Background: an optimization exercise with open tools, aiming at small area. Do not read the settings as production practice.
Only simulation tests tie the RTL to the original design; equivalence was not proved.
Power and IR drop assume default switching activity.

==> flow/design.v <==
`timescale 1ns/1ps
package bpu_entry_pkg;
    localparam int pc_width   = 32;
    localparam int ctr_width  = 2;
    localparam int btb_ways   = 4;
    localparam int plru_width = btb_ways - 1;
    typedef struct packed {
        logic [pc_width-1:0]   pred_pc;
        logic [ctr_width-1:0]  ctr;
        logic [btb_ways-1:0]   way_valid;
        logic [btb_ways-1:0]   way_hit;
        logic [plru_width-1:0] plru;
    } bp_entry_t;
endpackage
`timescale 1ns/1ps
module sel8
(
    input  logic [7:0] s,
    input  logic [7:0] d,
    output logic       y
);
    logic n0;
    logic n1;
    aoi222 i_g0 (.a(s[0]), .b(d[0]), .c(s[1]), .d(d[1]), .e(s[2]), .f(d[2]), .y(n0));
    aoi222 i_g1 (.a(s[3]), .b(d[3]), .c(s[4]), .d(d[4]), .e(s[5]), .f(d[5]), .y(n1));
    or_aoi22 i_g2 (.n0(n0), .n1(n1), .a(s[6]), .b(d[6]), .c(s[7]), .d(d[7]), .y(y));
endmodule
module or_aoi22
(
    input  logic n0, n1, a, b, c, d,
    output logic y
);
    assign y = ~n0 | ~n1 | (a & b) | (c & d);
endmodule
module aoi222
(
    input  logic a, b, c, d, e, f,
    output logic y
);
    assign y = ~((a & b) | (c & d) | (e & f));
endmodule
`timescale 1ns/1ps
module dec8
(
    input  logic       en,
    input  logic [2:0] a,
    output logic [7:0] y
);
    for (genvar i = 0; i < 8; i++) begin : g_out
        assign y[i] = en && (a == 3'(i));
    end
endmodule
module dec8n
(
    input  logic [2:0] a,
    output logic [7:0] y
);
    for (genvar i = 0; i < 8; i++) begin : g_out
        assign y[i] = (a == 3'(i));
    end
endmodule
`timescale 1ns/1ps
import bpu_entry_pkg::*;
module bpu_entry_buffer
#(
    parameter int depth = 8
) (
    input  logic                  clk,
    input  logic                  rst_n,
    input  logic                  flush,
    input  logic                  in_vld,
    output logic                  in_rdy,
    input  logic [pc_width-1:0]   in_pc,
    input  logic [ctr_width-1:0]  in_ctr,
    input  logic [btb_ways-1:0]   in_way_valid,
    input  logic [btb_ways-1:0]   in_way_hit,
    input  logic [plru_width-1:0] in_plru,
    input  logic                  commit_vld,
    input  logic                  commit_taken,
    output logic                  out_vld,
    input  logic                  out_rdy,
    output logic [pc_width-1:0]   out_pc,
    output logic [ctr_width-1:0]  out_ctr,
    output logic [btb_ways-1:0]   out_way_valid,
    output logic [btb_ways-1:0]   out_way_hit,
    output logic [plru_width-1:0] out_plru
);
    localparam int idx_w = $clog2(depth);
    localparam int ptr_w = idx_w + 1;
    logic [ptr_w-1:0] wr_ptr;
    logic [ptr_w-1:0] cmt_ptr;
    logic [ptr_w-1:0] rd_ptr;
    logic [ptr_w-1:0] cmt_ptr_nxt;
    logic             wr_fire;
    logic             rd_fire;
    assign in_rdy  = !((wr_ptr[idx_w-1:0] == rd_ptr[idx_w-1:0]) && (wr_ptr[idx_w] != rd_ptr[idx_w]));
    assign out_vld = cmt_ptr != rd_ptr;
    assign wr_fire = in_vld && in_rdy && !flush;
    assign rd_fire = out_vld && out_rdy;
    assign cmt_ptr_nxt = cmt_ptr + ptr_w'(commit_vld);
    always_ff @(posedge clk or negedge rst_n) begin
        if (!rst_n) begin
            wr_ptr  <= '0;
            cmt_ptr <= '0;
            rd_ptr  <= '0;
        end else begin
            wr_ptr  <= flush ? cmt_ptr_nxt : wr_ptr + ptr_w'(wr_fire);
            cmt_ptr <= cmt_ptr_nxt;
            rd_ptr  <= rd_ptr + ptr_w'(rd_fire);
        end
    end
    logic                  in_left;
    logic                  in_right;
    logic [plru_width-1:0] wr_plru;
    logic                  wr_hit;
    assign in_left  = in_way_hit[0] | in_way_hit[1];
    assign in_right = in_way_hit[2] | in_way_hit[3];
    assign wr_hit   = in_left | in_right;
    always_comb begin
        wr_plru = in_plru;
        if (in_left) begin
            wr_plru[0] = 1'b1;
            wr_plru[1] = in_way_hit[0];
        end else if (in_right) begin
            wr_plru[0] = 1'b0;
            wr_plru[2] = in_way_hit[2];
        end
    end
    logic [pc_width-1:0]   m_pc   [depth];
    logic [ctr_width-1:0]  m_ctr  [depth];
    logic [btb_ways-1:0]   m_wv   [depth];
    logic                  m_hit  [depth];
    logic [plru_width-1:0] m_plru [depth];
    logic                  m_tk   [depth];
    logic [pc_width+ctr_width+btb_ways+1+plru_width:0] m_rec [depth];
    logic [depth-1:0] wsel;
    logic [depth-1:0] csel;
    dec8 i_wdec (.en(wr_fire),    .a(wr_ptr[idx_w-1:0]),  .y(wsel));
    dec8 i_cdec (.en(commit_vld), .a(cmt_ptr[idx_w-1:0]), .y(csel));
    for (genvar i = 0; i < depth; i++) begin : g_slot
        assign m_rec[i] = {m_pc[i], m_ctr[i], m_wv[i], m_hit[i], m_plru[i], m_tk[i]};
        always_ff @(posedge clk) begin
            if (wsel[i]) begin
                m_pc[i]   <= in_pc;
                m_ctr[i]  <= in_ctr;
                m_wv[i]   <= in_way_valid;
                m_hit[i]  <= wr_hit;
                m_plru[i] <= wr_plru;
            end
        end
        always_ff @(posedge clk) begin
            if (csel[i]) begin
                m_tk[i] <= commit_taken;
            end
        end
    end
    logic [idx_w-1:0]      ri;
    logic [ctr_width-1:0]  r_ctr;
    logic [btb_ways-1:0]   r_wv;
    logic                  r_hit;
    logic [plru_width-1:0] r_plru;
    logic                  r_tk;
    assign ri     = rd_ptr[idx_w-1:0];
    localparam int rec_w = pc_width + ctr_width + btb_ways + 1 + plru_width + 1;
    logic [depth-1:0] rsel;
    logic [rec_w-1:0] r_rec;
    dec8n i_rdec (.a(ri), .y(rsel));
    for (genvar b = 0; b < rec_w; b++) begin : g_rbit
        logic [depth-1:0] col;
        for (genvar i = 0; i < depth; i++) begin : g_col
            assign col[i] = m_rec[i][b];
        end
        sel8 i_sel (.s(rsel), .d(col), .y(r_rec[b]));
    end
    assign {out_pc, r_ctr, r_wv, r_hit, r_plru, r_tk} = r_rec;
    logic                  o_hit;
    logic [plru_width-1:0] o_plru;
    assign o_hit = r_hit | r_tk;
    always_comb begin
        o_plru = r_plru;
        if (r_tk && !r_hit) begin
            if (&r_wv) begin
                o_plru[0] = ~r_plru[0];
                if (r_plru[0]) begin
                    o_plru[2] = ~r_plru[2];
                end else begin
                    o_plru[1] = ~r_plru[1];
                end
            end else if (!r_wv[0] || !r_wv[1]) begin
                o_plru[0] = 1'b1;
                o_plru[1] = ~r_wv[0];
            end else begin
                o_plru[0] = 1'b0;
                o_plru[2] = ~r_wv[2];
            end
        end
    end
    assign out_plru         = o_plru;
    assign out_way_hit[0]   = o_hit &  o_plru[0] &  o_plru[1];
    assign out_way_hit[1]   = o_hit &  o_plru[0] & ~o_plru[1];
    assign out_way_hit[2]   = o_hit & ~o_plru[0] &  o_plru[2];
    assign out_way_hit[3]   = o_hit & ~o_plru[0] & ~o_plru[2];
    assign out_way_valid    = r_wv | (out_way_hit & {btb_ways{r_tk}});
    assign out_ctr = r_tk ? {r_ctr[1] | r_ctr[0], r_ctr[1] | ~r_ctr[0]}
                          : {r_ctr[1] & r_ctr[0], r_ctr[1] & ~r_ctr[0]};
endmodule
==> flow/config.mk <==
export PLATFORM = sky130hd
export DESIGN_NAME = bpu_entry_buffer
export DESIGN_NICKNAME = bpu_entry_buffer
export VERILOG_FILES = /design/flow/design.v
export SDC_FILE = /design/flow/constraint.sdc
export NUM_CORES = 4
export LEC_CHECK = 0
export CAP_MARGIN = 20
export CORE_MARGIN = 2
export CORE_UTILIZATION = 60
export PLACE_DENSITY = 0.85
export SLEW_MARGIN = 20
export SYNTH_HIERARCHICAL = 1
export SYNTH_MINIMUM_KEEP_SIZE = 0
==> flow/constraint.sdc <==
create_clock -name core_clock -period 5.0 [get_ports {clk}]
set_input_delay 1.0000 -clock core_clock [delete_from_list [all_inputs] [get_ports {clk}]]
set_output_delay 1.0000 -clock core_clock [all_outputs]
set_load 0.01 [all_outputs]
standard.sh (not shown) runs the stock make flow with config.mk's settings and CLKGATE_MAP_FILE= SYNTH_SCRIPT=/design/flow/synth_recipe.tcl, a recipe that flattens the netlist after the stock synthesis.
==> flow/flow/run.sh <==
#!/bin/bash
# Standard ORFS layout (standard.sh, unchanged synthesis) with these layout settings changed:
#  - port buffers use the smallest buffer, sky130_fd_sc_hd__buf_1
#  - clock tree built from clkbuf_4 with sink clusters of 10 and no dummy loads
#  - after floorplan, multi-drive logic gates are swapped for their drive-1 variant
#    (flow/downsize.tcl); placement's repair and the timing repairs size up what needs it
set -euo pipefail
here=$(pwd)
bash standard.sh \
  'BUFFER_PORTS_ARGS=-buffer_cell sky130_fd_sc_hd__buf_1' \
  'CTS_ARGS=-sink_clustering_enable -repair_clock_nets -dont_use_dummy_load -buf_list sky130_fd_sc_hd__clkbuf_4 -sink_clustering_size 10 -sink_clustering_max_diameter 100 -sink_buffer_max_cap_derate 1.0' \
  "POST_FLOORPLAN_TCL=$here/flow/downsize.tcl" \
  finish > standard_flow.log 2>&1
==> flow/flow/downsize.tcl <==
# swap every multi-drive gate for its drive-1 variant; placement's repair_design
# and the timing repairs size back up what the limits and timing need
set db [ord::get_db]
set n 0
foreach inst [[ord::get_db_block] getInsts] {
  set m [[$inst getMaster] getName]
  if {[regexp {^(sky130_fd_sc_hd__[a-z0-9]+)_([0-9]+)$} $m -> base drive] && $drive > 1} {
    foreach d {1 0} {
      set cand "${base}_$d"
      set master [$db findMaster $cand]
      if {$master ne "NULL" && ![string match *dfrtp* $base] && ![string match *edfxtp* $base]} {
        if {[$inst swapMaster $master]} { incr n }
        break
      }
    }
  }
}
puts "downsized $n instances"
Then changed:
--- a/flow/design.v
+++ b/flow/design.v
@@ -14,31 +14,31 @@
 endpackage
 `timescale 1ns/1ps
 module sel8
 (
-    input  logic [7:0] s,
+    input  logic [7:0] sn,
     input  logic [7:0] d,
     output logic       y
 );
-    logic n0;
-    logic n1;
-    aoi222 i_g0 (.a(s[0]), .b(d[0]), .c(s[1]), .d(d[1]), .e(s[2]), .f(d[2]), .y(n0));
-    aoi222 i_g1 (.a(s[3]), .b(d[3]), .c(s[4]), .d(d[4]), .e(s[5]), .f(d[5]), .y(n1));
-    or_aoi22 i_g2 (.n0(n0), .n1(n1), .a(s[6]), .b(d[6]), .c(s[7]), .d(d[7]), .y(y));
-endmodule
-module or_aoi22
-(
-    input  logic n0, n1, a, b, c, d,
+    logic [3:0] t;
+    for (genvar i = 0; i < 4; i++) begin : g_pair
+        oai22 i_oai (.a1(sn[2*i]), .a2(d[2*i]), .b1(sn[2*i+1]), .b2(d[2*i+1]), .y(t[i]));
+    end
+    nor4 i_nor (.a(t[0]), .b(t[1]), .c(t[2]), .d(t[3]), .y(y));
+endmodule
+module oai22
+(
+    input  logic a1, a2, b1, b2,
     output logic y
 );
-    assign y = ~n0 | ~n1 | (a & b) | (c & d);
-endmodule
-module aoi222
-(
-    input  logic a, b, c, d, e, f,
+    assign y = ~((a1 | a2) & (b1 | b2));
+endmodule
+module nor4
+(
+    input  logic a, b, c, d,
     output logic y
 );
-    assign y = ~((a & b) | (c & d) | (e & f));
+    assign y = ~(a | b | c | d);
 endmodule
 `timescale 1ns/1ps
 module dec8
 (
@@ -52,12 +52,12 @@
 endmodule
 module dec8n
 (
     input  logic [2:0] a,
-    output logic [7:0] y
+    output logic [7:0] yn
 );
     for (genvar i = 0; i < 8; i++) begin : g_out
-        assign y[i] = (a == 3'(i));
+        assign yn[i] = (a != 3'(i));
     end
 endmodule
 `timescale 1ns/1ps
 import bpu_entry_pkg::*;
@@ -161,17 +161,17 @@
     logic [plru_width-1:0] r_plru;
     logic                  r_tk;
     assign ri     = rd_ptr[idx_w-1:0];
     localparam int rec_w = pc_width + ctr_width + btb_ways + 1 + plru_width + 1;
-    logic [depth-1:0] rsel;
+    logic [depth-1:0] rsel_n;
     logic [rec_w-1:0] r_rec;
-    dec8n i_rdec (.a(ri), .y(rsel));
+    dec8n i_rdec (.a(ri), .yn(rsel_n));
     for (genvar b = 0; b < rec_w; b++) begin : g_rbit
         logic [depth-1:0] col;
         for (genvar i = 0; i < depth; i++) begin : g_col
             assign col[i] = m_rec[i][b];
         end
-        sel8 i_sel (.s(rsel), .d(col), .y(r_rec[b]));
+        sel8 i_sel (.sn(rsel_n), .d(col), .y(r_rec[b]));
     end
     assign {out_pc, r_ctr, r_wv, r_hit, r_plru, r_tk} = r_rec;
     logic                  o_hit;
     logic [plru_width-1:0] o_plru;
What happened: The changed run completed with no timing, DRC or antenna violations; non-clock buffer count climbs by 8; worst hold slack got worse by 4.0 ps; wire length climbs by about 2.7%; final cell count climbs by 4.9%; count of clock-buffer cells in the layout is unchanged; power climbs by 1.3%; combinational power climbs by about 4%; fmax drops by 1.2%.

==> port drivers added, routing unchanged <==
In the flow no input, the clock included, has a driving cell. The finished layouts below were timed again as built, in two steps.
Step 1: set_driving_cell puts a clkbuf_16 on clk and a buf_2 on each other input, an assumption about the parent block.
Step 2 adds t to the input delays and takes it off the output delays; t is the mean of the earliest and latest rising clock arrival at the registers after step 1. Input paths then give back, and output paths get back, about the clock's delay inside the block.
Three values: no drivers, after step 1, after step 2; two values: the first two.
run | t, ns | slack for setup (ns) | worst register clock-pin slew, ns | worst data-port slew with drivers (ns) | pins driven straight from the clock port
the first run | 0.681 | 0.326 / 0.288 / 0.969 | 0.11 / 0.11 | 0.07 | 1
the second run | 0.658 | 0.269 / 0.230 / 0.888 | 0.12 / 0.12 | 0.08 | 1
After both steps every run listed still meets setup and hold.
